Context: an optimization exercise on an open-source flow, tuned for small area, a short achievable clock period and few clock cycles per item. The choices shown serve that exercise and are no tape-out recipe. Where RTL was checked, it was by simulation tests only, not by an equivalence proof against the original. No functional check of the RTL was part of runs 1, 2 and 4 to 7. Power is estimated from default activity; no workload was simulated.

## flow/design.v

```verilog
localparam WINDOW_DEPTH    = 16;   
localparam REG_CTRL        = 8'h00;   
localparam REG_RESULT_BASE = 8'h04;
localparam REG_RESULT_MAX  = 8'h08;
localparam REG_WINDOW      = 8'h0C;   
localparam REG_STREAM      = 8'h10;   
localparam REG_STATUS      = 8'h14;
`timescale 1ns/10ps
module join_top (
  input  logic        ap_clk,
  input  logic        rst_n,
  input  logic        host_cyc,
  input  logic        host_stb,
  input  logic        host_we,
  input  logic [31:0] host_adr,
  input  logic [31:0] host_dat_w,
  output logic        host_ack,
  output logic [31:0] host_dat_r,
  output logic        mem_cyc,
  output logic        mem_stb,
  output logic        mem_we,
  output logic [31:0] mem_adr,
  output logic [31:0] mem_dat_w,
  input  logic        mem_ack,
  input  logic [31:0] mem_dat_r
);
localparam WINDOW_DEPTH    = 16;   
localparam REG_CTRL        = 8'h00;   
localparam REG_RESULT_BASE = 8'h04;
localparam REG_RESULT_MAX  = 8'h08;
localparam REG_WINDOW      = 8'h0C;   
localparam REG_STREAM      = 8'h10;   
localparam REG_STATUS      = 8'h14;
  logic        ack_q;         
  logic        ack_o;         
  logic [7:0]  wkey [WINDOW_DEPTH];
  logic [7:0]  wval [WINDOW_DEPTH];
  logic [15:0] wvalid;
  logic [3:0]  wr_ptr;        
  logic [7:0]  p_key;         
  logic [7:0]  p_sval;
  logic [15:0] p_mask;        
  logic [31:0] result_base;
  logic [15:0] result_max;
  logic [15:0] count;
  logic        over;
  logic        room_q;        
  logic        rc_q;          
  logic        stb_q;         
  logic        stb_o;         
  logic [27:0] dat_q;         
  logic [31:2] adr_q;         
  logic        adr_c;         
  logic [31:0] rd_q;
  logic [15:0] p_below;       
  logic [15:0] p_low;         
  logic [15:0] p_rest;
  logic        p_valid, free, take, issue, pop;
  always_comb begin
    logic acc_or;
    acc_or = 1'b0;
    for (int i = 0; i < 16; i++) begin
      p_below[i] = acc_or;
      acc_or     = acc_or | p_mask[i];
    end
  end
  assign p_low   = p_mask & ~p_below;
  assign p_rest  = p_mask & p_below;
  assign p_valid = |p_mask;
  assign free    = !stb_q || mem_ack;         
  assign take    = free && p_valid;           
  assign issue   = take && room_q;
  assign pop     = take && (!room_q || (p_rest == '0));   
  logic [7:0]  offset;
  logic        req, a_win, a_str, acc_win, acc_str, acc_oth, acc;
  logic        op_base, op_max, op_clr;
  assign offset  = host_adr[7:0];
  assign req     = host_cyc && host_stb && !ack_q;
  assign a_win   = host_we && (offset == REG_WINDOW);
  assign a_str   = host_we && (offset == REG_STREAM);
  assign acc_win = req && a_win && !p_mask[wr_ptr];
  assign acc_str = req && a_str && (!p_valid || pop);
  assign acc_oth = req && !a_win && !a_str;
  assign acc     = acc_win || acc_str || acc_oth;
  assign op_base = acc_oth && host_we && (offset == REG_RESULT_BASE);
  assign op_max  = acc_oth && host_we && (offset == REG_RESULT_MAX);
  assign op_clr  = acc_oth && host_we && (offset == REG_CTRL) && host_dat_w[0];
  always_ff @(posedge ap_clk or negedge rst_n) begin
    if (!rst_n) begin
      ack_q <= 1'b0;
      ack_o <= 1'b0;
    end else begin
      ack_q <= acc;
      ack_o <= acc;
    end
  end
  logic busy;
  assign busy = stb_q || p_valid;
  always_ff @(posedge ap_clk) begin
    case (offset)
      REG_RESULT_BASE: rd_q <= result_base;
      REG_RESULT_MAX:  rd_q <= {16'h0, result_max};
      REG_STATUS:      rd_q <= {14'h0, busy, over, count};
      default:         rd_q <= '0;
    endcase
  end
  assign host_ack   = ack_o;
  assign host_dat_r = rd_q;
  always_ff @(posedge ap_clk or negedge rst_n) begin
    if (!rst_n) begin
      result_base <= '0;
      result_max  <= '0;
    end else begin
      if (op_base) result_base <= host_dat_w;
      if (op_max)  result_max  <= host_dat_w[15:0];
    end
  end
  always_ff @(posedge ap_clk) begin
    if (acc_win) begin
      wkey[wr_ptr] <= host_dat_w[15:8];
      wval[wr_ptr] <= host_dat_w[7:0];
    end
  end
  always_ff @(posedge ap_clk or negedge rst_n) begin
    if (!rst_n) begin
      wvalid <= '0;
      wr_ptr <= '0;
    end else if (op_clr) begin
      wvalid <= '0;
      wr_ptr <= '0;
    end else if (acc_win) begin
      wvalid[wr_ptr] <= 1'b1;
      wr_ptr         <= wr_ptr + 1'b1;
    end
  end
  logic [15:0] match;
  always_comb begin
    for (int i = 0; i < WINDOW_DEPTH; i++)
      match[i] = wvalid[i] && (wkey[i] == host_dat_w[15:8]);
  end
  always_ff @(posedge ap_clk) begin
    if (acc_str) begin
      p_key  <= host_dat_w[15:8];
      p_sval <= host_dat_w[7:0];
    end
  end
  always_ff @(posedge ap_clk or negedge rst_n) begin
    if (!rst_n)       p_mask <= '0;
    else if (acc_str) p_mask <= match;
    else if (take)    p_mask <= room_q ? p_rest : '0;   
  end
  logic [7:0] p_wval;
  logic [3:0] p_slot;
  always_comb begin
    p_wval = '0;
    p_slot = '0;
    for (int i = 0; i < 16; i++) begin
      p_wval = p_wval | ({8{p_low[i]}} & wval[i]);
      p_slot = p_slot | ({4{p_low[i]}} & 4'(i));
    end
  end
  always_ff @(posedge ap_clk) begin
    if (issue) dat_q <= {p_key, p_sval, p_wval, p_slot};
  end
  always_ff @(posedge ap_clk or negedge rst_n) begin
    if (!rst_n) begin
      stb_q <= 1'b0;
      stb_o <= 1'b0;
      count <= '0;
      over  <= 1'b0;
    end else if (op_clr) begin
      stb_q <= 1'b0;
      stb_o <= 1'b0;
      count <= '0;
      over  <= 1'b0;
    end else begin
      if (free) begin
        stb_q <= issue;
        stb_o <= issue;
      end
      if (stb_q && mem_ack) count <= count + 1'b1;
      if (take && !room_q) over <= 1'b1;
    end
  end
  logic [16:0] n_next;
  assign n_next = {1'b0, count} + {16'h0, stb_q} + {16'h0, !rc_q};
  always_ff @(posedge ap_clk or negedge rst_n) begin
    if (!rst_n) begin
      room_q <= 1'b0;
      rc_q   <= 1'b0;
    end else begin
      rc_q <= op_max || op_clr;
      if (rc_q || issue) room_q <= n_next < {1'b0, result_max};
    end
  end
  always_ff @(posedge ap_clk) begin
    if (stb_q && mem_ack) begin
      adr_q <= adr_q + 1'b1;
      adr_c <= adr_c || (&adr_q[17:2]);
    end else begin
      {adr_c, adr_q[17:2]} <= {1'b0, result_base[17:2]} + {1'b0, count};
      adr_q[31:18]         <= result_base[31:18] + {13'h0, adr_c};
    end
  end
  assign mem_cyc   = stb_o;
  assign mem_stb   = stb_o;
  assign mem_we    = stb_o;
  assign mem_adr   = {adr_q, result_base[1:0]};
  assign mem_dat_w = {dat_q[27:4], 4'h0, dat_q[3:0]};
endmodule
```

## flow/run.sh

```bash
#!/bin/bash
# synth_recipe.tcl (not shown) runs the flow's synth.tcl, then flattens the netlist and writes it again
# the make line also repeats each setting of config.mk as NAME=value (left out here)
make -C /OpenROAD-flow-scripts/flow DESIGN_CONFIG=/design/flow/config.mk WORK_HOME=/design/flow/orfs CLKGATE_MAP_FILE= SYNTH_SCRIPT=/design/flow/synth_recipe.tcl finish
```

## flow/config.mk

```make
export PLATFORM = sky130hd
export DESIGN_NAME = join_top
export DESIGN_NICKNAME = join_top
export VERILOG_FILES = /design/flow/design.v
export SDC_FILE = /design/flow/constraint.sdc
export NUM_CORES = 4
export LEC_CHECK = 0
export CAP_MARGIN = 20
export CORE_MARGIN = 2
export CORE_UTILIZATION = 40
export SETUP_SLACK_MARGIN = 2.8
export SLEW_MARGIN = 20
```

## flow/constraint.sdc

```tcl
create_clock -name core_clock -period 5.0 [get_ports {ap_clk}]
set_input_delay 1.0000 -clock core_clock [delete_from_list [all_inputs] [get_ports {ap_clk}]]
set_output_delay 1.0000 -clock core_clock [all_outputs]
set_load 0.01 [all_outputs]
```

==> impl_metrics.toml, run 1 <==
[run_status]
status = "complete, no violations"

[power]
leakage_nw = 10.3
irDropWorstVdd_mv = 0.267
power.density_mw_per_mm2 = 340

[worst_setup_path]
critPathKind = "in -> reg"
cp_slowest_cell = "or4_4"
worstPathCellList = "buf_6 -> or4_4 -> or3b_4 -> nor4b_4 -> nand3_4 -> buf_12 -> nor2_4 -> and3_4"
setup.worst_path.end = "wval[6][1]"
crit_path_start = "host_adr[1]"
r2r_setup_slack_ps = 2130
cp.required_ps = 5300
rr_startpoint = "wr_ptr[0]"
critPathMaxStageDelay_ps = 550
end_kind = "register"
reg2reg_to = "wval[6][1]"
start_kind = "primary input"
critPathMaxFanout = 8
r2r_cells = 7
arrival_ps = 3330

[sta]
max_freq_ghz = 0.330
finalHoldViolations = 0
whs_ps = 419
tns_ps = 0
finClkSkew_ps = 33.8
worst_pin_slew_ps = 1180
grt_setup_unrepaired = "true"
slew_violations = 0
timing.slew.headroom_pct = 20.7
final.period_utilization_pct = 60.5
finalSetupViolCount = 0
fin_crit_ps = 3030

[drt]
ant_nets = 0
drc = 0
routedWlPerCell_um = 22.1
drtIter0Drc = 1396
vias_per_cell = 5.54
route.vias.total = 14441
wl_mm = 57.6
dr.pass1.iters = 8

[die]
dieHeight_um = 231
num_io_pins = 202
die_area_mm2 = 0.0534
core-area_mm2 = 0.0511
initial_core_util_pct = 40.3
fp-row-count = 83
die_w_um = 231

[logic_synthesis]
async_reset_ff_share_pct = 22.4
yosysWarnings = 1
ys_seq_area_share_pct = 62.6
synth_edf_count = 300
netlist_area_mm2 = 0.0206
synth_cell_types = 82
syn-instance-count = 1611
synth_area_leaders = "edfxtp_1 44%, dfrtp_1 13%, xor2_1 6.3%, dfxtp_1 6.1%, mux2_2 2.6%"
synthTopCellsByCount = "300 x edfxtp_1, 148 x xor2_1, 105 x dfrtp_1"
yosys_register_bits = 468
ys.flop_type = "edfxtp_1"
synth_top_area_share_pct = 43.7
yosysTopAreaCell = "edfxtp_1"
synth.avg_cell_area_um2 = 12.8
yosysMostFrequentCell = "edfxtp_1"

[clocking]
clkLatencyLatePin_ps = 620
clock_tree.root_cell = "clkbuf_16"
cts_made_buffers = 51
cts_tree = "built"
cts_buffer_depth = 3
hold_buffers = 0
clk_pin_slew_ps = 60
clock-sinks = 468
cts.htree.levels = 2

[placement]
place_area_mm2 = 0.0231
place_congestion = 0.913
post-dp-hpwl_mm = 34.4
port_buffers = 141
dp_cells = 2385

[layout]
fin_cells = 2605
fin_nets = 2030
fin_area_mm2 = 0.0269
area_growth_pct = 30.3
drive_gt1_share_pct = 29.6
nFillCells = 4313
antennaDiodeCount = 0

[run]
max-cap-violations = 0

[global_route]
global_route.overflow_total = 0
grt_usage_pct = 21.0
grt_pass1_wl_mm = 85.5
grt_max_degree = 72
antenna_found_initial = 3
grt_pass1_vias = 13906

[worst_hold_path]
min_path_type = "reg -> reg"
==> cell families (layout without fill, tap and decap cells) <==
kind of cell	Yosys count	after routing	share of synthesized area [%]
compound gates	271	271	9.08
simple gates	425	434	10.7
other cells	1	4	0.0182
fa+ha+maj	46	46	2.84
flops	468	468	62.6
buf+inv	140	442	2.82
xor+xnor	201	201	8.54
mux	59	59	3.43
==> metal layers <==
layer	track usage, %	vias to the layer above	wire length, um
met5	0	-	0
met4	6.11	0	1870
met3	3.60	117	3780
met2	35.2	577	28100
met1	28.0	7199	23900
li1	-	6548	-
==> area by class of cell <==
class | instances | area, um^2 | share of cell area (%)
clock inverter | 26 | 380 | 1.42
tap | 680 | 851 | 3.17
multi-input combinational | 1015 | 8280 | 30.8
sequential | 468 | 13000 | 48.4
clock buffer | 68 | 1360 | 5.06
timing repair buffer | 287 | 2760 | 10.3
inverter | 61 | 234 | 0.871
==> power breakdown <==
part           total, W  switching (W)  internal [W]  leakage [nW]
clock           0.00387        0.00157       0.00229         0.832
combinational  0.000959       0.000549      0.000411          4.79
sequential      0.00431      0.0000907       0.00421          4.64
total           0.00913        0.00221       0.00692          10.3
==> cell usage in the layout, fill, tap and decap left out, types with 20 or more instances in the layout <==
cell type        instances
a21oi_1                 43
o21ai_0                 53
dfrtp_2                 20
dfxtp_1                 33
clkbuf_16               53
dfrtp_1                 83
xor2_1                 148
xnor2_1                 52
inv_1                   57
buf_2                   77
nand3_1                 34
clkdlybuf4s15_1         20
dfxtp_2                 20
clkdlybuf4s50_1         27
a222oi_1                24
nor3_1                  26
nand2_1                 85
nand4_1                 38
edfxtp_1               300
buf_6                   38
mux2_4                  47
ha_1                    37
buf_12                  21
nor2_1                  85
buf_4                   74
==> flip-flops by register name, summed over array words and instances (netlist names) <==
| register | flops |
|---|---|
| adr_q | 30 |
| result_max | 16 |
| wvalid | 16 |
| rd_q | 32 |
| result_base | 32 |
| wr_ptr | 4 |
| p_key | 8 |
| count | 16 |
| p_sval | 8 |
| wkey | 128 |
| stb_o | 1 |
| dat_q | 28 |
| over | 1 |
| adr_c | 1 |
| p_mask | 16 |
| rc_q | 1 |
| ack_q | 1 |
| wval | 128 |
| room_q | 1 |
==> metrics by stage <==
step | utilization (%) | setup WS (ps) | power (W)
floorplan | - | 1260 | 0.00481
global placement | 45.3 | 797 | 0.00515
detailed placement | 45.3 | 769 | 0.00516
CTS | 51.2 | 2000 | 0.00913
global route | 52.6 | 1930 | 0.00946
finish | 52.6 | 1970 | 0.00913
==> worst min path at each step <==
| stage | endpoint | slack, ps | cells after the start | from |
|---|---|---|---|---|
| finish | dat_q[12] | 420 | 0 | p_sval[0] |
| global route | dat_q[26] | 420 | 0 | p_key[6] |
| CTS | dat_q[26] | 420 | 0 | p_key[6] |
| detailed placement | dat_q[12] | 410 | 0 | p_sval[0] |
| global placement | dat_q[12] | 400 | 0 | p_sval[0] |
| floorplan | dat_q[12] | 400 | 0 | p_sval[0] |
==> critical path, delay by kind of cell <==
family	cells	cell delay [ps]
and+or+nand+nor	6	2070
buffers and inverters	2	260
==> timing repair <==
item / 4_1_cts / 5_1_grt
resized for setup: 511 / 145
endpoints found under the setup margin: 575 / 487
setup buffers: 72 / 31
gates cloned: 18 / 5
hold endpoints to repair: 0 / 0
pin swaps: 37 / 42
==> inputs of run 2 (changes only) <==
--- a/flow/design.v
+++ b/flow/design.v
@@ -37,4 +37,4 @@
   logic [7:0]  wval [WINDOW_DEPTH];
-  logic [15:0] wvalid;
   logic [3:0]  wr_ptr;        
+  logic        wfull;         
   logic [7:0]  p_key;         
@@ -125,16 +125,18 @@
     if (!rst_n) begin
-      wvalid <= '0;
       wr_ptr <= '0;
+      wfull  <= 1'b0;
     end else if (op_clr) begin
-      wvalid <= '0;
       wr_ptr <= '0;
+      wfull  <= 1'b0;
     end else if (acc_win) begin
-      wvalid[wr_ptr] <= 1'b1;
-      wr_ptr         <= wr_ptr + 1'b1;
-    end
-  end
-  logic [15:0] match;
+      wr_ptr <= wr_ptr + 1'b1;
+      if (wr_ptr == 4'hF) wfull <= 1'b1;
+    end
+  end
+  logic [15:0] wvalid, match;
   always_comb begin
-    for (int i = 0; i < WINDOW_DEPTH; i++)
-      match[i] = wvalid[i] && (wkey[i] == host_dat_w[15:8]);
+    for (int i = 0; i < WINDOW_DEPTH; i++) begin
+      wvalid[i] = wfull || (4'(i) < wr_ptr);
+      match[i]  = wvalid[i] && (wkey[i] == host_dat_w[15:8]);
+    end
   end
@@ -184,4 +186,4 @@
   end
-  logic [16:0] n_next;
-  assign n_next = {1'b0, count} + {16'h0, stb_q} + {16'h0, !rc_q};
+  logic [16:0] n_inc;
+  assign n_inc = {1'b0, count} + {16'h0, stb_q} + 17'd1;
   always_ff @(posedge ap_clk or negedge rst_n) begin
@@ -192,3 +194,4 @@
       rc_q <= op_max || op_clr;
-      if (rc_q || issue) room_q <= n_next < {1'b0, result_max};
+      if (rc_q)       room_q <= count < result_max;
+      else if (issue) room_q <= n_inc != {1'b0, result_max};
     end
==> run 2 against run 1 <==
  * Sequential share of layout area is 0.88 points lower
  * Clock-buffer cell count is 5 lower
  * Routed wire length is 3.3% lower
  * Design area is 1.2% lower
  * Worst hold slack worse by 1.8 ps
  * Register-to-register slack worse by 30 ps
  * Synthesized cell count is 2.4% lower
  * Power is 2.2% lower
  * Setup slack better by 120 ps
  * Sequential power is 1% lower
  * Die area is 2.6% lower
  * First-iteration DRC count is 12% lower
  * Critical path type is now reg -> reg
==> impl_metrics.toml, run 2 <==
[clocking]
hold_buffers = 0
cts_buffer_depth = 3
clock_tree.root_cell = "clkbuf_16"
cts_made_buffers = 47
clk_pin_slew_ps = 60
cts.htree.levels = 2
clkLatencyLatePin_ps = 590
cts_tree = "built"
clock-sinks = 453

[die]
fp-row-count = 82
dieHeight_um = 228
initial_core_util_pct = 40.2
num_io_pins = 202
die_area_mm2 = 0.0520
core-area_mm2 = 0.0499
die_w_um = 228

[sta]
finalHoldViolations = 0
final.period_utilization_pct = 58.0
grt_setup_unrepaired = "true"
max_freq_ghz = 0.345
finalSetupViolCount = 0
worst_pin_slew_ps = 1120
tns_ps = 0
finClkSkew_ps = 18.6
timing.slew.headroom_pct = 24.5
slew_violations = 0
fin_crit_ps = 2900

[global_route]
met3_usage_pct = 2.86
grt_usage_pct = 20.9
global_route.overflow_total = 0
top_usage_layer = "met2"
grt_max_degree = 50
grt_pass1_wl_mm = 84.0
grtUsageMet1_pct = 27.1
grt_pass1_vias = 13849
use_met2_pct = 35.8
antenna_found_initial = 0

[logic_synthesis]
synthTopCellsByCount = "300 x edfxtp_1, 112 x xnor2_1, 95 x nand2_1"
yosysWarnings = 1
synth.avg_cell_area_um2 = 12.8
yosysMostFrequentCell = "edfxtp_1"
yosys_register_bits = 453
synth_xor_area_share_pct = 8.99
synth_top_family_by_area = "simple AND/OR/NAND/NOR gates"
netlist_area_mm2 = 0.0201
yosysTopAreaCell = "edfxtp_1"
synth_cell_types = 73
syn-instance-count = 1573
synth-simple-area-share_pct = 10.5
async_reset_ff_share_pct = 19.9
synth_top_area_share_pct = 44.9
synth_edf_count = 300
ys.flop_type = "edfxtp_1"
yosys.area_share.adder_pct = 2.71
synth-compound-area-share_pct = 9.04
synth_area_leaders = "edfxtp_1 45%, dfrtp_1 11%, dfxtp_1 6.3%, xnor2_1 4.9%, xor2_1 4.1%"
synthMuxAreaShare_pct = 3.45
ys_seq_area_share_pct = 62.4

[worst_setup_path]
cp.required_ps = 5300
arrival_ps = 3210
end_kind = "register"
start_kind = "register"
r2r_cells = 10
critPathKind = "reg -> reg"
critPathMaxFanout = 8

[drt]
route.vias.total = 13980
wl_mm = 55.7
drc = 0
vias_per_cell = 5.45
ant_nets = 0
dr.pass1.iters = 5
drtIter0Drc = 1234
routedWlPerCell_um = 21.7

[power]
leakage_nw = 10.1
power.density_mw_per_mm2 = 337
irDropWorstVdd_mv = 0.319

[placement]
dp_cells = 2338
port_buffers = 141
place_congestion = 0.863
post-dp-hpwl_mm = 33.5

[layout]
mostFrequentLayoutCell = "edfxtp_1"
most-common-layout-cells = "300 x edfxtp_1, 111 x xnor2_1, 93 x xor2_1"
fin_cells = 2563
reg.largest.list = "wkey x128, wval x128"
fin_nets = 1999
antennaDiodeCount = 0
postLayoutCoreUtil_pct = 53.2
drive_gt1_share_pct = 29.6
area_growth_pct = 32.2

[worst_hold_path]
whs_path_depth = 0
min_path_type = "reg -> reg"

[run_status]
status = "complete, no violations"

[run]
max-cap-violations = 0
==> run 2: cell count changes in the layout (fill, tap and decap cells not counted), moves of 19 or more <==
| cell | delta |
|---|---|
| buf_2 | -40 |
| clkdlybuf4s15_2 | +20 |
| dlygate4sd2_1 | +30 |
| mux2_4 | -19 |
| nor2_1 | -30 |
| xnor2_1 | +59 |
| xor2_1 | -55 |
==> run 2: cells by family after synthesis <==
group	after synthesis
compound gates	257
xor+xnor	206
fa+ha+maj	43
buf+inv	145
flops	453
mux	57
other cells	1
simple gates	411
==> run 2: power by group <==
part           switching [W]  internal [W]
logic               0.000681      0.000556
clock network        0.00145       0.00199
registers           0.000120       0.00413
total                0.00226       0.00668
==> run 2: final timing paths <==
| check | start | endpoint | slack [ps] |
|---|---|---|---|
| setup reg to reg | p_mask[3] | wkey[11][6] | 2100 |
| setup / recovery | p_mask[3] | wkey[11][6] | 2100 |
| max in group asynchronous | rst_n | p_mask[0] | 3440 |
| hold / removal | p_key[7] | dat_q[27] | 420 |
| min in group asynchronous | rst_n | result_base[22] | 470 |
| hold reg to reg | p_key[7] | dat_q[27] | 420 |
==> run 2: through the flow <==
stage	total power, W	worst slack, ps	hold WS [ps]	area [um^2]
2_1_floorplan	0.00487	1710	400	20400
3_3_place_gp	0.00528	930	403	22500
4_1_cts	0.00888	2090	418	25900
5_1_grt	0.00926	2040	424	26500
3_5_place_dp	0.00529	902	405	22500
6_report	0.00893	2100	418	26500
==> run 2: timing repair <==
action,CTS,global route
pin swaps,72,59
endpoints found under the setup margin,551,453
setup buffers,88,34
endpoints found under the hold margin,0,0
gates cloned,14,4
gates resized for setup,493,108
==> run 2: area by class of cell <==
type,count,area (um^2)
clock buffers,63,1340
fillers,4167,23300
clock inverters,22,176
inverters,64,243
multi-input cells,984,8180
well taps,672,841
repair buffers,305,3160
flip-flops and latches,453,12600
==> run 2: metal layers <==
metal | part of all wire (%) | wire (um)
met5 | 0 | 0
met2 | 50 | 27900
met3 | 5.7 | 3190
met4 | 3.3 | 1870
met1 | 41 | 22800
==> run 2: worst max-delay path, stage by stage (launching register included) <==
cell and delay (ps):
dfrtp_2 430, buf_6 130, mux4_2 480, mux4_2 530
nor4_4 170, buf_6 170, buf_12 110, nand2_8 50
buf_12 150, nor2_4 180, clkbuf_16 200
==> inputs of run 3 (changes only) <==
--- a/flow/design.v
+++ b/flow/design.v
@@ -49,3 +49,3 @@
   logic        stb_q;         
-  logic        stb_o;         
+  logic [2:0]  stb_o;         
   logic [27:0] dat_q;         
@@ -87,2 +87,3 @@
   assign op_clr  = acc_oth && host_we && (offset == REG_CTRL) && host_dat_w[0];
+  logic win_q;
   always_ff @(posedge ap_clk or negedge rst_n) begin
@@ -91,2 +92,3 @@
       ack_o <= 1'b0;
+      win_q <= 1'b0;
     end else begin
@@ -94,2 +96,3 @@
       ack_o <= acc;
+      win_q <= acc_win;
     end
@@ -118,3 +121,3 @@
   always_ff @(posedge ap_clk) begin
-    if (acc_win) begin
+    if (win_q) begin
       wkey[wr_ptr] <= host_dat_w[15:8];
@@ -130,3 +133,3 @@
       wfull  <= 1'b0;
-    end else if (acc_win) begin
+    end else if (win_q) begin
       wr_ptr <= wr_ptr + 1'b1;
@@ -169,3 +172,3 @@
       stb_q <= 1'b0;
-      stb_o <= 1'b0;
+      stb_o <= '0;
       count <= '0;
@@ -174,3 +177,3 @@
       stb_q <= 1'b0;
-      stb_o <= 1'b0;
+      stb_o <= '0;
       count <= '0;
@@ -180,3 +183,3 @@
         stb_q <= issue;
-        stb_o <= issue;
+        stb_o <= {3{issue}};
       end
@@ -207,5 +210,5 @@
   end
-  assign mem_cyc   = stb_o;
-  assign mem_stb   = stb_o;
-  assign mem_we    = stb_o;
+  assign mem_cyc   = stb_o[0];
+  assign mem_stb   = stb_o[1];
+  assign mem_we    = stb_o[2];
   assign mem_adr   = {adr_q, result_base[1:0]};
--- a/flow/config.mk
+++ b/flow/config.mk
@@ -12 +12,2 @@
 export SLEW_MARGIN = 20
+export TNS_END_PERCENT = 10
==> run 3 against run 2 <==
  * Sequential power grew 3%
  * Routed wire length fell by 12%
  * Setup slack better by 350 ps
  * Clock skew is 21 ps higher
  * Core utilization decreased by 3.4 points
  * Largest cell class unchanged
==> impl_metrics.toml, run 3 <==
[run_status]
status = "complete, no violations"

[power]
pwr-share-clk_pct = 38.0
power.density_mw_per_mm2 = 368
switchingPower_w = 0.00231
p_comb_share_pct = 14.3
irDropWorstVdd_mv = 0.300
pwr-share-seq_pct = 47.7
leakage_nw = 9.17
sw_frac_of_total_pct = 25.3
internal-power_w = 0.00682

[worst_setup_path]
r2r_setup_slack_ps = 2450
arrival_ps = 2850
critPathMaxFanout = 8
rr_startpoint = "p_mask[2]"
cp.required_ps = 5300
start_kind = "primary input"
end_kind = "register"
critPathKind = "in -> reg"
reg2reg_to = "p_key[2]"
r2r_cells = 10

[worst_hold_path]
min_path_type = "reg -> reg"
whs_path_depth = 0
hold_start = "p_key[0]"
min_to = "dat_q[20]"

[logic_synthesis]
synth.avg_cell_area_um2 = 12.7
netlist_area_mm2 = 0.0201
yosysWarnings = 1
syn-instance-count = 1590
async_reset_ff_share_pct = 20.0
ys.flop_type = "edfxtp_1"
yosys_register_bits = 454
synth-simple-area-share_pct = 10.0
yosysMostFrequentCell = "edfxtp_1"
synth-compound-area-share_pct = 9.31
synth_area_leaders = "edfxtp_1 45%, dfrtp_1 11%, dfxtp_1 6.3%, xnor2_1 5.0%, xor2_1 4.3%"
synth_xor_area_share_pct = 9.27
yosys.area_share.adder_pct = 2.75
synth_edf_count = 300
synth_cell_types = 66
synth_top_family_by_area = "simple AND/OR/NAND/NOR gates"
synth_top_area_share_pct = 44.8
ys_seq_area_share_pct = 62.3
yosysTopAreaCell = "edfxtp_1"
synthTopCellsByCount = "300 x edfxtp_1, 115 x xnor2_1, 104 x nor2_1"
synthMuxAreaShare_pct = 3.46

[clocking]
cts_made_buffers = 48
cts_tree = "built"
clk_pin_slew_ps = 60
clkLatencyLatePin_ps = 590
clock_tree.root_cell = "clkbuf_16"
clock-sinks = 454
cts.htree.levels = 2
cts_buffer_depth = 3

[die]
core-area_mm2 = 0.0499
die_area_mm2 = 0.0521
fp-row-count = 82
die_w_um = 228
dieHeight_um = 228
initial_core_util_pct = 40.4
num_io_pins = 202

[sta]
timing.slew.headroom_pct = 36.5
tns_ps = 0
final.period_utilization_pct = 51.0
finalSetupViolCount = 0
worst_pin_slew_ps = 952
postLayoutSetupSlackWorst_ps = 2450
grt_setup_unrepaired = "true"
fin_crit_ps = 2550
finClkSkew_ps = 39.5
whs_ps = 419
finalHoldViolations = 0
max_freq_ghz = 0.392
slew_violations = 0

[drt]
wl_mm = 48.8
route.vias.total = 13200
route.met2.wl_mm = 23.9
routedWlPerCell_um = 19.6
vias_per_cell = 5.31
top_layer_used = "met4"
wl_met1_mm = 21.4
route.met3.wl_mm = 2.61
ant_nets = 0
drc = 0
dr.pass1.iters = 7
drtIter0Drc = 911

[global_route]
global_route.overflow_total = 0
grt_pass1_vias = 13178
grt_usage_pct = 18.5
grt_max_degree = 62
antenna_found_initial = 0
grt_pass1_wl_mm = 75.8

[layout]
drive_gt1_share_pct = 18.2
area_growth_pct = 23.4
most-common-layout-cells = "300 x edfxtp_1, 115 x xnor2_1, 109 x clkdlybuf4s50_1"
mostFrequentLayoutCell = "edfxtp_1"
antennaDiodeCount = 0
fin_nets = 1920
postLayoutCoreUtil_pct = 49.8
reg.largest.list = "wkey x128, wval x128"

[placement]
place_ws_ps = 1440
post-dp-hpwl_mm = 31.5
place_congestion = 0.884
port_buffers = 141

[run]
max-cap-violations = 0
[run 3: changes by cell type in the layout (fill, tap and decap cells not counted), sizes merged, moves of 13 or more]
cell / before / now
clkdlybuf4s50: 25 / 109
inv: 67 / 54
a22oi: 32 / 17
dlygate4sd2: 34 / 19
a21oi: 45 / 58
buf: 202 / 88
o211ai: 3 / 16
clkdlybuf4s15: 33 / 0
nor2: 92 / 105
[run 3: timing repair]
item,in CTS,in global routing
gates resized for setup,115,54
buffers inserted,37,22
hold buffers,0,0
pin swaps,34,19
cloned,2,0
endpoints found under the setup margin,382,470
[run 3: worst max-delay path by stage]
stage,from,end,depth (start not counted)
after floorplan,host_adr[7],p_key[0],7
after global placement,host_adr[7],result_max[15],6
after detailed placement,host_adr[7],result_max[12],6
after CTS,p_mask[2],p_sval[7],10
after global routing,p_mask[2],p_sval[4],9
final,host_adr[7],p_key[2],9
[run 3: area by class of cell]
cell class	instances	area, um^2
fillers	4395	25000
flip-flops and latches	454	12600
multi-input cells	998	7570
repair buffers	220	2050
clock buffers	69	1390
well taps	672	841
inverters	54	206
clock inverters	19	178
[run 3: metrics by stage]
step	power, W	instances	instance area, um^2
4_1_cts	0.00912	2464	24400
6_report	0.00913	2486	24800
3_5_place_dp	0.00551	2337	22200
2_1_floorplan	0.00501	1593	20200
5_1_grt	0.00949	2486	24800
3_3_place_gp	0.00550	2337	22200
[run 3: critical path: stages]
cell	delay [ps]
clkdlybuf4s50_1	440
nor3_4	200
and2_4	180
nand3_4	100
nand4b_1	190
o31a_1	360
clkinvlp_4	150
buf_12	110
buf_16	120
[run 3: power groups by stage]
stage | registers [W] | logic (W) | clock network, W
after floorplan | 0.00439 | 0.000619 | 0
after global placement | 0.00444 | 0.00106 | 0
after CTS | 0.00437 | 0.00120 | 0.00355
final | 0.00436 | 0.00130 | 0.00347
after detailed placement | 0.00444 | 0.00107 | 0
after global routing | 0.00438 | 0.00142 | 0.00370
[run 3: per-layer routing]
| metal | track usage (%) | vias to the layer above |
|---|---|---|
| met5 | 0 | - |
| met4 | 5.02 | 0 |
| met3 | 2.88 | 58 |
| met2 | 31.7 | 356 |
| met1 | 24.5 | 6583 |
| li1 | - | 6203 |
[run 3: cell families (layout without fill, tap and decap cells)]
group                      count (synthesis)  after routing
DFF                                      454            454
and+or+nand+nor                          408            409
AOI/OAI and AO/OA                        271            271
xor gates and xnor gates                 213            213
buffers and inverters                    142            362
muxes                                     57             57
adders and majority gates                 44             44
other                                      1              4
Testbench counts of run 3, summed over its fixed seeds: cycles 7,402, items 1,432.
==> inputs of run 4 (changes only) <==
--- a/flow/design.v
+++ b/flow/design.v
@@ -73,4 +73,5 @@
   assign pop     = take && (!room_q || (p_rest == '0));   
+  logic [15:0] wvalid, match;    
   logic [7:0]  offset;
-  logic        req, a_win, a_str, acc_win, acc_str, acc_oth, acc;
+  logic        req, a_win, a_str, acc_win, ld_str, acc_str, acc_oth, acc;
   logic        op_base, op_max, op_clr;
@@ -81,3 +82,4 @@
   assign acc_win = req && a_win && !p_mask[wr_ptr];
-  assign acc_str = req && a_str && (!p_valid || pop);
+  assign ld_str  = req && a_str && (!p_valid || pop);   
+  assign acc_str = ld_str || (req && a_str && !(|match));   
   assign acc_oth = req && !a_win && !a_str;
@@ -138,3 +140,2 @@
   end
-  logic [15:0] wvalid, match;
   always_comb begin
@@ -146,3 +147,3 @@
   always_ff @(posedge ap_clk) begin
-    if (acc_str) begin
+    if (ld_str) begin
       p_key  <= host_dat_w[15:8];
@@ -153,3 +154,3 @@
     if (!rst_n)       p_mask <= '0;
-    else if (acc_str) p_mask <= match;
+    else if (ld_str)  p_mask <= match;
     else if (take)    p_mask <= room_q ? p_rest : '0;   
==> run 4 against run 3 <==
  * Global-route usage up 0.60 points
  * Highest routed layer unchanged
  * Core utilization up 0.41 points
  * Clock-buffer cell count down 6
  * Worst hold slack better by 2.4 ps
  * Critical path depth unchanged
  * Flip-flop and latch count unchanged
  * Routed wire length up 4.5%
  * Register-to-register slack worse by 340 ps
  * Die area down 0.51%
  * Synthesized cell count down 1.3%
  * Still clean
  * Cell count down 1.1%
==> impl_metrics.toml, run 4 <==
[worst_setup_path]
end_kind = "register"
r2r_setup_slack_ps = 2110
cp_slowest_cell = "or4_4"
cp.required_ps = 5310
critPathMaxStageDelay_ps = 550
arrival_ps = 3300
critPathKind = "in -> reg"
rr_startpoint = "p_mask[8]"
worstPathCellList = "buf_6 -> or4_4 -> nor2_4 -> nand4_1 -> or4_4 -> o32a_4 -> clkinvlp_4 -> buf_12 -> buf_16"
start_kind = "primary input"
r2r_cells = 10
reg2reg_to = "p_key[3]"
path_common_cell = "or4_4"
critPathMaxFanout = 8

[worst_hold_path]
whs_path_depth = 0
min_to = "dat_q[13]"
min_path_type = "reg -> reg"
hold_start = "p_sval[1]"

[die]
core-area_mm2 = 0.0492
fp-row-count = 81
die_w_um = 228
die_area_mm2 = 0.0519
num_io_pins = 202
dieHeight_um = 228
initial_core_util_pct = 40.7

[power]
irDropWorstVdd_mv = 0.248
power.density_mw_per_mm2 = 372
leakage_nw = 9.35

[run]
max-cap-violations = 0

[drt]
route.vias.total = 13249
wl_mm = 51.1
ant_nets = 0
drc = 0
drtIter0Drc = 1097
dr.pass1.iters = 5
vias_per_cell = 5.39
routedWlPerCell_um = 20.8

[sta]
finClkSkew_ps = 15.5
postLayoutSetupSlackWorst_ps = 2010
final.period_utilization_pct = 59.9
max_freq_ghz = 0.334
worst_pin_slew_ps = 1120
slew_violations = 0
tns_ps = 0
timing.slew.headroom_pct = 25.4
finalHoldViolations = 0
finalSetupViolCount = 0
grt_setup_unrepaired = "true"
fin_crit_ps = 2990

[layout]
most-common-layout-cells = "300 x edfxtp_1, 119 x clkdlybuf4s50_1, 109 x xnor2_1"
mostFrequentLayoutCell = "edfxtp_1"
nFillCells = 4319
drive_gt1_share_pct = 16.5
antennaDiodeCount = 0
reg.largest.list = "wkey x128, wval x128"
fin_nets = 1899
area_growth_pct = 23.3

[clocking]
cts_tree = "built"
clkLatencyLatePin_ps = 590
cts.htree.levels = 2
clk_pin_slew_ps = 60
clock_tree.root_cell = "clkbuf_16"
cts_buffer_depth = 3
cts_made_buffers = 49
clock-sinks = 454

[global_route]
global_route.overflow_total = 0
grt_max_degree = 62
grt_pass1_wl_mm = 77.3
grt_usage_pct = 19.1
grt_pass1_vias = 12902
antenna_found_initial = 0

[logic_synthesis]
syn-instance-count = 1570
yosysWarnings = 1
synth_edf_count = 300
yosysMostFrequentCell = "edfxtp_1"
ys_seq_area_share_pct = 62.7
synth_cell_types = 72
synth_area_leaders = "edfxtp_1 45%, dfrtp_1 11%, dfxtp_1 6.3%, xnor2_1 4.8%, xor2_1 4.6%"
synthTopCellsByCount = "300 x edfxtp_1, 109 x xnor2_1, 106 x xor2_1"
netlist_area_mm2 = 0.0200
yosys_register_bits = 454
yosysTopAreaCell = "edfxtp_1"
synth.avg_cell_area_um2 = 12.8
ys.flop_type = "edfxtp_1"
async_reset_ff_share_pct = 20.0
synth_top_area_share_pct = 45.0

[placement]
port_buffers = 141
post-dp-hpwl_mm = 32.3
place_ws_ps = 965
place_congestion = 0.858

[run_status]
status = "complete, no violations"
==> run 4: power breakdown <==
group	internal, W	switching [W]
Sequential	0.00415	0.000128
Clock	0.00228	0.00150
Combinational	0.000519	0.000608
Total	0.00695	0.00224
==> run 4: per-layer routing <==
layer / wire length, um / vias to the layer above / GRT usage [%]
li1: - / 6164 / -
met1: 22600 / 6567 / 25.7
met2: 23700 / 421 / 31.0
met3: 3160 / 97 / 3.51
met4: 1520 / 0 / 6.60
met5: 0 / - / 0
==> run 4: timing repair <==
action / 4_1_cts / 5_1_grt
hold buffers: 0 / 0
setup endpoints to repair: 407 / 479
pin swaps: 9 / 24
cloned: 4 / 4
setup buffers: 17 / 36
gates resized for setup: 57 / 79
==> run 4: critical path: cells and delay by family <==
| kind | cells | cell delay, ps |
|---|---|---|
| AOI/OAI and AO/OA | 1 | 440 |
| and+or+nand+nor | 4 | 1410 |
| buffers and inverters | 4 | 430 |
==> run 4: worst max path at each step <==
stage / start / end / slack (ps) / cells past startpoint
4_1_cts: count[4] / adr_q[17] / 2060 / 9
5_1_grt: host_adr[0] / p_key[3] / 2030 / 9
6_report: host_adr[0] / p_key[3] / 2010 / 9
2_1_floorplan: host_adr[6] / p_key[0] / 1630 / 8
3_3_place_gp: host_adr[6] / p_sval[4] / 960 / 7
3_5_place_dp: host_adr[6] / p_sval[4] / 970 / 7
==> run 4: logic make-up (layout without fill, tap and decap cells) <==
logic type      Yosys count  in the layout  share of synthesized area (%)
other cells               1              4                         0.0187
mux                      42             42                           2.62
buf+inv                 139            356                           2.91
compound gates          262            262                           9.04
fa+ha+maj                44             44                           2.77
flops                   454            454                           62.7
xor+xnor                215            215                           9.40
simple gates            413            418                           10.6
==> run 4: metrics by stage <==
stage	hold WS (ps)	instance area [um^2]	util [%]	power (W)	std cells
2_1_floorplan	400	20100	-	0.00487	1573
3_5_place_dp	408	22000	44.8	0.00533	2307
4_1_cts	423	24100	49.0	0.00916	2419
6_report	422	24700	50.2	0.00919	2459
5_1_grt	438	24700	50.2	0.00954	2459
3_3_place_gp	406	22000	44.8	0.00532	2307
==> run 4: layout make-up <==
class	instances	area, um^2	area share [%]
Sequential cell	454	12600	50.9
Multi-Input combinational cell	985	7290	29.6
Timing Repair Buffer	214	2070	8.38
Clock buffer	63	1390	5.62
Tap cell	664	831	3.37
Clock inverter	28	330	1.34
Inverter	51	195	0.791
==> inputs of run 5 (changes only) <==
--- a/flow/design.v
+++ b/flow/design.v
@@ -42,2 +42,3 @@
   logic [15:0] p_mask;        
+  logic        p_valid;       
   logic [31:0] result_base;
@@ -57,3 +58,3 @@
   logic [15:0] p_rest;
-  logic        p_valid, free, take, issue, pop;
+  logic        free, take, issue, pop;
   always_comb begin
@@ -68,3 +69,2 @@
   assign p_rest  = p_mask & p_below;
-  assign p_valid = |p_mask;
   assign free    = !stb_q || mem_ack;         
@@ -153,5 +153,12 @@
   always_ff @(posedge ap_clk or negedge rst_n) begin
-    if (!rst_n)       p_mask <= '0;
-    else if (ld_str)  p_mask <= match;
-    else if (take)    p_mask <= room_q ? p_rest : '0;   
+    if (!rst_n) begin
+      p_mask  <= '0;
+      p_valid <= 1'b0;
+    end else if (ld_str) begin
+      p_mask  <= match;
+      p_valid <= |match;
+    end else if (take) begin
+      p_mask  <= room_q ? p_rest : '0;   
+      p_valid <= !pop;
+    end
   end
--- a/flow/config.mk
+++ b/flow/config.mk
@@ -7,2 +7,3 @@
 export LEC_CHECK = 0
+export ABC_CLOCK_PERIOD_IN_PS = 2200
 export CAP_MARGIN = 20
==> run 5 against run 4 <==
  * Flip-flop and latch count up 1
  * Clock power fell by 7.9%
  * Via count barely moved
  * Sequential share of layout area decreased by 0.72 points
  * Maximum frequency grew 2.2%
  * Worst hold slack worse by 10 ps
  * Synthesized area grew 1.4%
  * Setup slack improved by 64 ps
  * Sequential power fell by 5.4%
  * Non-clock buffer count is 15 higher
==> impl_metrics.toml, run 5 <==
[worst_setup_path]
critPathKind = "reg -> reg"
r2r_cells = 9
start_kind = "register"
cp.required_ps = 5420
reg2reg_to = "dat_q[9]"
rr_startpoint = "p_mask[1]"
crit_path_start = "p_mask[1]"
critPathMaxStageDelay_ps = 560
critPathMaxFanout = 5
path_common_cell = "or4_4"
end_kind = "register"
arrival_ps = 3350
worstPathCellList = "or4_4 -> or4_4 -> or3_4 -> nor3b_4 -> buf_6 -> buf_12 -> a22oi_2 -> nand4_1 -> a221o_1"
r2r_setup_slack_ps = 2070
cp_slowest_cell = "or4_4"

[sta]
slew_violations = 0
worst_pin_slew_ps = 1020
timing.slew.headroom_pct = 31.9
max_freq_ghz = 0.341
tns_ps = 0
finalHoldViolations = 0
finClkSkew_ps = 18.9
grt_setup_unrepaired = "true"
fin_crit_ps = 2930
finalSetupViolCount = 0
whs_ps = 412
final.period_utilization_pct = 58.6

[clocking]
hold_buffers = 0
cts_buffer_depth = 3
clkLatencyLatePin_ps = 590
clock_tree.root_cell = "clkbuf_16"
clock-sinks = 455
cts.htree.levels = 2
cts_made_buffers = 48
cts_tree = "built"
clk_pin_slew_ps = 60

[drt]
routedWlPerCell_um = 20.7
dr.pass1.iters = 5
drtIter0Drc = 906
drc = 0
vias_per_cell = 5.33
ant_nets = 0
route.vias.total = 13260
wl_mm = 51.4

[placement]
post-dp-hpwl_mm = 33.4
dp_cells = 2338
port_buffers = 141
place_congestion = 0.876
place_area_mm2 = 0.0224

[global_route]
grt_pass1_wl_mm = 78.7
antenna_found_initial = 0
global_route.overflow_total = 0
grt_max_degree = 56
grt_usage_pct = 19.2
grt_pass1_vias = 13317

[run]
max-cap-violations = 0

[layout]
area_growth_pct = 23.7
fin_area_mm2 = 0.0251
most-common-layout-cells = "300 x edfxtp_1, 123 x xor2_1, 120 x clkdlybuf4s50_1"
fin_cells = 2488
antennaDiodeCount = 0
fin_nets = 1923
reg.largest.list = "wkey x128, wval x128"
mostFrequentLayoutCell = "edfxtp_1"
drive_gt1_share_pct = 19.5

[worst_hold_path]
whs_path_depth = 0
min_path_type = "reg -> reg"
min_to = "dat_q[22]"
hold_start = "p_key[2]"

[logic_synthesis]
synth_top_area_share_pct = 44.4
yosys_register_bits = 455
synth_edf_count = 300
yosysTopAreaCell = "edfxtp_1"
async_reset_ff_share_pct = 20.2
yosysMostFrequentCell = "edfxtp_1"
ys_seq_area_share_pct = 61.9
synthTopCellsByCount = "300 x edfxtp_1, 123 x xor2_1, 107 x nand2_1"
netlist_area_mm2 = 0.0203
synth_cell_types = 75
syn-instance-count = 1581
ys.flop_type = "edfxtp_1"
synth.avg_cell_area_um2 = 12.8
yosysWarnings = 1
synth_area_leaders = "edfxtp_1 44%, dfrtp_1 11%, dfxtp_1 6.2%, xor2_1 5.3%, xnor2_1 4.2%"

[power]
leakage_nw = 9.20
power.density_mw_per_mm2 = 313
irDropWorstVdd_mv = 0.245
finalPower_w = 0.00786

[die]
num_io_pins = 202
initial_core_util_pct = 40.5
die_area_mm2 = 0.0526
fp-row-count = 82
core-area_mm2 = 0.0502
dieHeight_um = 229
die_w_um = 229

[run_status]
status = "complete, no violations"
[run 5: cell types whose count changed after synthesis, moves of 16 or more]
cell,before,now
a221o_1,0,16
a222oi_1,24,0
nand2_1,86,107
o21ai_0,76,44
xor2_1,106,123
[run 5: worst max path at each step]
| stage | end | slack [ps] | cells after the start |
|---|---|---|---|
| floorplan | p_key[0] | 2100 | 8 |
| global placement | result_base[22] | 1350 | 5 |
| detailed placement | result_base[6] | 1280 | 5 |
| CTS | room_q | 2090 | 11 |
| global route | dat_q[9] | 2010 | 9 |
| finish | dat_q[9] | 2070 | 9 |
[run 5: routing by layer]
layer / GRT usage [%] / part of all wire (%) / up-vias
li1: - / - / 6212
met1: 25.0 / 43 / 6665
met2: 32.8 / 50 / 309
met3: 3.29 / 4.2 / 74
met4: 6.01 / 2.8 / 0
met5: 0 / 0 / -
[run 5: power breakdown]
part	switching [W]	leakage, nW	internal [W]
Clock	0.00144	0.745	0.00204
Sequential	0.0000260	4.41	0.00403
Combinational	0.000192	4.05	0.000136
[run 5: cell type report]
class,instances,area (um^2)
Clock inverter,20,178
Tap cell,672,841
Timing Repair Buffer,229,2280
Sequential cell,455,12600
Clock buffer,67,1350
Fill cell,4360,25100
Inverter,39,149
Multi-Input combinational cell,1006,7700
[run 5: worst max-delay path: cells and delay by family, from the launching register on]
kind	cells	cell delay (ps)
buffers and inverters	2	250
AO/OA/AOI/OAI	2	240
flip-flops	1	490
AND/OR/NAND/NOR	5	1780
[run 5: per-stage QoR]
| stage | worst slack [ps] | utilization [%] |
|---|---|---|
| floorplan | 2100 | - |
| global placement | 1350 | 44.7 |
| detailed placement | 1280 | 44.7 |
| CTS | 2090 | 48.7 |
| global route | 2010 | 50.0 |
| finish | 2070 | 50.0 |
[run 5: kinds of logic (layout without fill, tap and decap cells)]
family	count (synthesis)	in the layout	synth area share, %
compound gates	239	239	8.33
xor+xnor	221	221	9.54
fa+ha+maj	45	45	2.77
buf+inv	124	355	2.63
flops	455	455	61.9
mux	55	55	3.32
other cells	1	4	0.0185
simple gates	441	442	11.5
[run 5: repair_timing]
action	4_1_cts	5_1_grt
gates cloned	3	2
setup buffers	23	35
resized for setup	51	111
setup endpoints to repair	450	394
pin swaps	21	21
==> inputs of run 6 (changes only) <==
--- a/flow/design.v
+++ b/flow/design.v
@@ -147,3 +147,3 @@
   always_ff @(posedge ap_clk) begin
-    if (ld_str) begin
+    if (!p_valid || pop) begin
       p_key  <= host_dat_w[15:8];
==> flow/flow/run.sh (new file) <==
#!/bin/bash
# The standard layout, with the port buffers made from sky130_fd_sc_hd__buf_2
# cells instead of the cell buffer_ports picks by default. The make output goes
# to flow_make.log here; ORFS's per-step logs stay under orfs/logs.
set -euo pipefail
export BUFFER_PORTS_ARGS="-buffer_cell sky130_fd_sc_hd__buf_2"
bash standard.sh finish > flow_make.log 2>&1
==> flow/standard.sh (new file) <==
#!/bin/bash
# synth_recipe.tcl (not shown) runs the flow's synth.tcl, then flattens the netlist and writes it again
# the make line also repeats each setting of config.mk as NAME=value (left out here)
make -C /OpenROAD-flow-scripts/flow DESIGN_CONFIG=/design/flow/config.mk WORK_HOME=/design/flow/orfs CLKGATE_MAP_FILE= SYNTH_SCRIPT=/design/flow/synth_recipe.tcl "${@:-finish}"
removed: flow/run.sh
==> run 6 against run 5 <==
  * Routed wire length decreased by 1.7%
  * Synthesized cell count is 0.13% higher
  * Combinational power decreased by 21%
  * Clock power is 3% higher
  * Critical endpoint is now result_max[0]
  * Largest power group unchanged
==> impl_metrics.toml, run 6 <==
[sta]
final.period_utilization_pct = 55.7
worst_pin_slew_ps = 1030
timing.slew.headroom_pct = 31.3
finalSetupViolCount = 0
grt_setup_unrepaired = "true"
fin_crit_ps = 2780
finClkSkew_ps = 16.5
slew_violations = 0
max_freq_ghz = 0.359
finalHoldViolations = 0
tns_ps = 0

[die]
core-area_mm2 = 0.0499
die_w_um = 228
dieHeight_um = 228
num_io_pins = 202
initial_core_util_pct = 40.4
die_area_mm2 = 0.0521
fp-row-count = 82

[drt]
dr.pass1.iters = 7
ant_nets = 0
wl_mm = 50.6
drc = 0
route.vias.total = 13164
routedWlPerCell_um = 20.7
vias_per_cell = 5.38
drtIter0Drc = 1196

[run]
max-cap-violations = 0

[worst_setup_path]
end_kind = "register"
worstPathCellList = "buf_2 -> or4_4 -> nor3_2 -> nand2_1 -> nor2_2 -> buf_4 -> and3_2 -> mux2_2"
arrival_ps = 3250
path_delay_family = "simple AND/OR/NAND/NOR gates"
start_kind = "primary input"
crit_buf_inv = 2
critPathKind = "in -> reg"
critPathMaxStageDelay_ps = 560
critPathMaxFanout = 32
cp.required_ps = 5470
cp_slowest_cell = "or4_4"

[layout]
most-common-layout-cells = "300 x edfxtp_1, 135 x buf_2, 125 x xor2_1"
fin_nets = 1881
antennaDiodeCount = 0
reg.largest.list = "wkey x128, wval x128"
fin_area_mm2 = 0.0237
drive_gt1_share_pct = 20.4
area_growth_pct = 17.7
mostFrequentLayoutCell = "edfxtp_1"

[power]
pwr-share-seq_pct = 51.4
sw_frac_of_total_pct = 21.3
irDropWorstVdd_mv = 0.197
p_comb_share_pct = 3.3
power.density_mw_per_mm2 = 333
leakage_nw = 9.29
internal-power_w = 0.00621
pwr-share-clk_pct = 45.3
switchingPower_w = 0.00168

[global_route]
grt_usage_pct = 19.2
grt_pass1_vias = 13085
grt_pass1_wl_mm = 77.9
antenna_found_initial = 1
global_route.overflow_total = 0
grt_max_degree = 64

[logic_synthesis]
yosys_register_bits = 455
ys.flop_type = "edfxtp_1"
yosysWarnings = 1
synth.avg_cell_area_um2 = 12.7
ys_seq_area_share_pct = 62.5
synthTopCellsByCount = "300 x edfxtp_1, 125 x xor2_1, 107 x nor2_1"
synth_area_leaders = "edfxtp_1 45%, dfrtp_1 11%, dfxtp_1 6.3%, xor2_1 5.4%, xnor2_1 4.0%"
syn-instance-count = 1583
yosysMostFrequentCell = "edfxtp_1"
synth_cell_types = 69
synth_edf_count = 300
synth_top_area_share_pct = 44.8
yosysTopAreaCell = "edfxtp_1"
netlist_area_mm2 = 0.0201
async_reset_ff_share_pct = 20.2

[clocking]
hold_buffers = 0
cts.htree.levels = 2
clkLatencyLatePin_ps = 590
clock_tree.root_cell = "clkbuf_16"
clk_pin_slew_ps = 60
cts_tree = "built"
clock-sinks = 455
cts_buffer_depth = 3
cts_made_buffers = 48

[worst_hold_path]
min_path_type = "reg -> reg"

[placement]
post-dp-hpwl_mm = 33.0
place_congestion = 0.878
place_area_mm2 = 0.0216
port_buffers = 141

[run_status]
status = "complete, no violations"
[run 6: changes by cell type after synthesis, moves of 17 or more]
| cell | change |
|---|---|
| a222oi_1 | +32 |
| a22oi_1 | -23 |
| nor2_1 | +21 |
| nand2_1 | -18 |
| inv_1 | +17 |
| o21ai_2 | -17 |
[run 6: worst register-to-register path, delay by kind of cell (launching register included)]
kind / cells / cell delay, ps
AO/OA/AOI/OAI: 1 / 210
adder cells (fa/ha/maj): 1 / 330
buffers and inverters: 2 / 380
flip-flops: 1 / 490
multiplexers: 1 / 310
AND/OR/NAND/NOR: 4 / 920
[run 6: final cells by class]
class	instances	area, um^2
clock inverter	21	224
sequential	455	12600
multi-input combinational	988	7340
inverter	56	210
fill	4446	26200
tap	672	841
timing repair buffer	188	1140
clock buffer	67	1340
[run 6: path summary, 6_finish.rpt]
| check | start | endpoint | slack (ps) | cells past startpoint |
|---|---|---|---|---|
| worst max-delay path | host_adr[6] | result_max[0] | 2220 | 8 |
| worst min-delay path | p_key[7] | dat_q[27] | 420 | 0 |
| worst max register to register | p_mask[0] | p_mask[8] | 2250 | 9 |
| worst min register to register | p_key[7] | dat_q[27] | 420 | 0 |
| max in group asynchronous | rst_n | wr_ptr[1] | 3520 | 2 |
| min in group asynchronous | rst_n | result_base[16] | 500 | 1 |
[run 6: cells by family (layout without fill, tap and decap cells)]
| kind of cell | count (synthesis) | after routing | synth area share, % |
|---|---|---|---|
| other cells | 1 | 4 | 0.0186 |
| xor+xnor | 216 | 216 | 9.40 |
| flops | 455 | 455 | 62.5 |
| compound gates | 231 | 231 | 7.97 |
| mux | 58 | 58 | 3.43 |
| buf+inv | 144 | 332 | 2.97 |
| simple gates | 434 | 435 | 11.0 |
| fa+ha+maj | 44 | 44 | 2.75 |
[run 6: power groups by stage]
stage                     clock [W]  sequential [W]  combinational [W]
after floorplan                   0         0.00413           0.000131
after global placement            0         0.00413           0.000248
after detailed placement          0         0.00414           0.000253
after CTS                   0.00365         0.00406           0.000260
after global routing        0.00379         0.00406           0.000286
final                       0.00357         0.00406           0.000259
[run 6: timing repair]
action / CTS / global route
endpoints found under the hold margin: 0 / 0
setup endpoints to repair: 396 / 340
gates resized for setup: 52 / 30
pin swaps: 5 / 12
cloned: 2 / 0
setup buffers: 18 / 4
[run 6: routing by layer]
| metal | global-route usage [%] | up-vias | routed length, um |
|---|---|---|---|
| met5 | 0 | - | 0 |
| met4 | 5.94 | 0 | 1120 |
| met3 | 2.97 | 69 | 2920 |
| met2 | 32.1 | 383 | 24500 |
| met1 | 25.7 | 6576 | 22100 |
| li1 | - | 6136 | - |
[run 6: metrics by stage]
| stage | instances | power (W) | setup slack [ps] | util (%) | hold WS (ps) |
|---|---|---|---|---|---|
| 2_1_floorplan | 1586 | 0.00426 | 2040 | - | 400 |
| 3_3_place_gp | 2335 | 0.00438 | 1250 | 43.4 | 402 |
| 3_5_place_dp | 2335 | 0.00439 | 1140 | 43.4 | 405 |
| 4_1_cts | 2443 | 0.00797 | 2280 | 47.2 | 419 |
| 5_1_grt | 2447 | 0.00814 | 2120 | 47.5 | 423 |
| 6_report | 2447 | 0.00789 | 2220 | 47.5 | 417 |
==> inputs of run 7 (changes only) <==
--- a/flow/design.v
+++ b/flow/design.v
@@ -59,8 +59,15 @@
   logic        free, take, issue, pop;
+  logic [3:0] p_grp;          
+  logic [3:0] p_grp_below;    
   always_comb begin
-    logic acc_or;
-    acc_or = 1'b0;
-    for (int i = 0; i < 16; i++) begin
-      p_below[i] = acc_or;
-      acc_or     = acc_or | p_mask[i];
+    for (int g = 0; g < 4; g++) p_grp[g] = |p_mask[4*g +: 4];
+    p_grp_below[0] = 1'b0;
+    p_grp_below[1] = p_grp[0];
+    p_grp_below[2] = p_grp[0] | p_grp[1];
+    p_grp_below[3] = p_grp[0] | p_grp[1] | p_grp[2];
+    for (int g = 0; g < 4; g++) begin
+      p_below[4*g]     = p_grp_below[g];
+      p_below[4*g + 1] = p_grp_below[g] | p_mask[4*g];
+      p_below[4*g + 2] = p_grp_below[g] | p_mask[4*g] | p_mask[4*g + 1];
+      p_below[4*g + 3] = p_grp_below[g] | p_mask[4*g] | p_mask[4*g + 1] | p_mask[4*g + 2];
     end
==> flow/run.sh (new file) <==
#!/bin/bash
# synth_recipe.tcl (not shown) runs the flow's synth.tcl, then flattens the netlist and writes it again
# the make line also repeats each setting of config.mk as NAME=value (left out here)
make -C /OpenROAD-flow-scripts/flow DESIGN_CONFIG=/design/flow/config.mk WORK_HOME=/design/flow/orfs CLKGATE_MAP_FILE= SYNTH_SCRIPT=/design/flow/synth_recipe.tcl finish
--- a/flow/config.mk
+++ b/flow/config.mk
@@ -7,3 +7,2 @@
 export LEC_CHECK = 0
-export ABC_CLOCK_PERIOD_IN_PS = 2200
 export CAP_MARGIN = 20
removed: flow/flow/run.sh
removed: flow/standard.sh
==> run 7 against run 6 <==
  * Power is 18% higher
  * Flip-flop and latch count stayed put
  * Die area hardly changed
  * Combinational power grew to 4.6 times the previous value
  * Clock skew is 6.4 ps higher
  * Register-to-register slack better by 30 ps
  * Sequential share of layout area is 2.6 points lower
  * Setup slack better by 68 ps
  * Sequential power is 7.9% higher
  * Synthesized cell count is 0.82% lower
  * Still clean on timing, DRC and antenna
  * Maximum frequency is 2.5% higher
==> impl_metrics.toml, run 7 <==
[die]
initial_core_util_pct = 40.3
dieHeight_um = 228
fp-row-count = 82
core-area_mm2 = 0.0499
die_w_um = 228
die_area_mm2 = 0.0521
num_io_pins = 202

[global_route]
global_route.overflow_total = 0
grt_usage_pct = 19.0
antenna_found_initial = 0
grt_pass1_vias = 13289
grt_pass1_wl_mm = 77.3
grt_max_degree = 61

[clocking]
clock_tree.root_cell = "clkbuf_16"
clock-sinks = 455
clk_pin_slew_ps = 60
cts_made_buffers = 49
cts.htree.levels = 2
cts_buffer_depth = 3
clkLatencyLatePin_ps = 600
cts_tree = "built"

[sta]
worst_pin_slew_ps = 1000
finalSetupViolCount = 0
max_freq_ghz = 0.368
whs_ps = 417
fin_crit_ps = 2720
finClkSkew_ps = 22.9
timing.slew.headroom_pct = 33.2
tns_ps = 0
finalHoldViolations = 0
slew_violations = 0
grt_setup_unrepaired = "true"
final.period_utilization_pct = 54.3

[layout]
reg.largest.list = "wkey x128, wval x128"
multi_input_area_mm2 = 0.00740
most-common-layout-cells = "300 x edfxtp_1, 143 x xnor2_1, 131 x clkdlybuf4s50_1"
nFillCells = 4441
area_growth_pct = 23.8
regArea_mm2 = 0.0126
fin_area_mm2 = 0.0249
mostFrequentLayoutCell = "edfxtp_1"
antennaDiodeCount = 0
fin_nets = 1915
drive_gt1_share_pct = 16.8

[logic_synthesis]
synth_area_leaders = "edfxtp_1 45%, dfrtp_1 11%, dfxtp_1 6.3%, xnor2_1 6.2%, xor2_1 3.1%"
ys_seq_area_share_pct = 62.5
yosysMostFrequentCell = "edfxtp_1"
synth.avg_cell_area_um2 = 12.8
ys.flop_type = "edfxtp_1"
synth_top_area_share_pct = 44.8
synthTopCellsByCount = "300 x edfxtp_1, 143 x xnor2_1, 102 x nor2_1"
syn-instance-count = 1570
netlist_area_mm2 = 0.0201
async_reset_ff_share_pct = 20.2
yosys_register_bits = 455
synth_cell_types = 73
yosysTopAreaCell = "edfxtp_1"
synth_edf_count = 300
yosysWarnings = 1

[drt]
ant_nets = 0
vias_per_cell = 5.31
top_layer_used = "met4"
wl_met1_mm = 21.8
dr.pass1.iters = 9
drc = 0
route.met2.wl_mm = 24.5
route.vias.total = 13189
wl_mm = 50.2
drtIter0Drc = 1069
route.met3.wl_mm = 2.49
routedWlPerCell_um = 20.2

[power]
switchingPower_w = 0.00232
pwr-share-seq_pct = 47.3
irDropWorstVdd_mv = 0.234
sw_frac_of_total_pct = 25.0
power.density_mw_per_mm2 = 372
pwr-share-clk_pct = 39.8
leakage_nw = 9.36
p_comb_share_pct = 12.9
internal-power_w = 0.00696

[worst_setup_path]
critPathMaxFanout = 7
end_kind = "register"
crit_path_start = "p_mask[0]"
path_common_cell = "buf_6"
start_kind = "register"
rr_startpoint = "p_mask[0]"
worstPathCellList = "buf_6 -> nor4_4 -> buf_4 -> nand2_2 -> maj3_2 -> nor3_4 -> nand3_4 -> a211oi_4 -> buf_6 -> buf_12 -> mux2i_1"
cp.required_ps = 5510
critPathMaxStageDelay_ps = 500
cp_slowest_cell = "dfrtp_4"
arrival_ps = 3220
critPathKind = "reg -> reg"

[worst_hold_path]
min_path_type = "reg -> reg"
hold_start = "p_key[4]"

[run]
max-cap-violations = 0

[placement]
post-dp-hpwl_mm = 32.8
place_congestion = 0.866
place_area_mm2 = 0.0223
port_buffers = 141

[run_status]
status = "complete, no violations"
-- run 7: worst max-delay path: cells and delay by family (launching register included) --
kind,cells,cell delay (ps)
mux,1,180
flops,1,500
fa+ha+maj,1,350
buf+inv,4,620
compound gates,1,250
simple gates,4,720
-- run 7: power groups by stage --
| stage | sequential, W | clock, W | combinational [W] |
|---|---|---|---|
| 2_1_floorplan | 0.00444 | 0 | 0.000568 |
| 3_3_place_gp | 0.00447 | 0 | 0.00105 |
| 3_5_place_dp | 0.00447 | 0 | 0.00106 |
| 4_1_cts | 0.00440 | 0.00378 | 0.00112 |
| 5_1_grt | 0.00441 | 0.00391 | 0.00131 |
| 6_report | 0.00438 | 0.00369 | 0.00120 |
-- run 7: worst paths after layout --
check / cells past startpoint / slack, ps / endpoint
max in group asynchronous: 2 / 3480 / p_mask[0]
worst min register to register: 0 / 420 / dat_q[24]
min in group asynchronous: 1 / 490 / result_base[27]
worst max-delay path: 11 / 2280 / p_mask[1]
worst min-delay path: 0 / 420 / dat_q[24]
worst max register to register: 11 / 2280 / p_mask[1]
-- run 7: through the flow --
step	total power (W)	utilization, %	std cells	setup WS, ps
floorplan	0.00501	-	1573	2210
global placement	0.00551	44.7	2339	1370
detailed placement	0.00553	44.7	2339	1340
CTS	0.00931	49.3	2463	2260
global route	0.00962	50.0	2484	2180
finish	0.00928	50.0	2484	2280
-- run 7: metal layers --
layer	GRT usage [%]	vias to the layer above
li1	-	6195
met1	24.9	6541
met2	32.4	373
met3	3.13	80
met4	5.72	0
met5	0	-
-- run 7: cells by family after synthesis --
logic type / after synthesis / share of synthesized area [%]
xor gates and xnor gates: 214 / 9.32
and+or+nand+nor: 419 / 10.6
adders and majority gates: 46 / 2.86
muxes: 61 / 3.64
other: 1 / 0.0186
AOI/OAI and AO/OA: 237 / 8.30
buffers and inverters: 137 / 2.78
DFF: 455 / 62.5
-- run 7: what timing repair did --
action / 4_1_cts / 5_1_grt
pin swaps: 14 / 19
resized for setup: 79 / 55
buffers inserted: 29 / 21
endpoints found under the setup margin: 373 / 381
gates cloned: 3 / 0
hold buffers: 0 / 0
-- run 7: layout make-up --
| class | instances | share of cell area (%) |
|---|---|---|
| sequential | 455 | 50.6 |
| multi-input combinational | 982 | 29.7 |
| timing repair buffer | 220 | 8.67 |
| clock buffer | 66 | 5.63 |
| tap | 672 | 3.38 |
| clock inverter | 26 | 1.08 |
| inverter | 63 | 0.964 |

-- separate check: timing with driven ports --
In the flow no input, the clock included, has a driving cell. The finished layouts below were timed again as built, in two steps.
Step 1, drivers: a clkbuf_16 drives ap_clk and a buf_2 each remaining input, both assumed.
Step 2 moves the port delays by t, midway between the first and last clock arrival at a register: inputs arrive t later, outputs are due t later. That takes back most of the time a late clock gives input paths.
a / b / c = no drivers / after step 1 / after step 2; a / b = the first two.
| run | t (ns) | setup WS [ns] | clock arrival spread, ns |
|---|---|---|---|
| run 1 | 0.657 | 1.973 / 1.996 / 1.339 | 0.034 / 0.034 |
| run 2 | 0.637 | 2.098 / 2.098 / 1.634 | 0.020 / 0.021 |
| run 3 | 0.625 | 2.449 / 2.441 / 1.854 | 0.041 / 0.041 |
| run 4 | 0.639 | 2.006 / 2.024 / 1.385 | 0.019 / 0.019 |
| run 5 | 0.637 | 2.070 / 2.070 / 1.756 | 0.019 / 0.019 |
| run 6 | 0.641 | 2.217 / 2.247 / 1.613 | 0.019 / 0.019 |
| run 7 | 0.647 | 2.285 / 2.228 / 1.687 | 0.029 / 0.029 |
After both steps setup and hold are still met in every run listed. The setup slack of run 1, which loses most, moves by +0.023 ns with the drivers and by -0.634 ns with both steps.
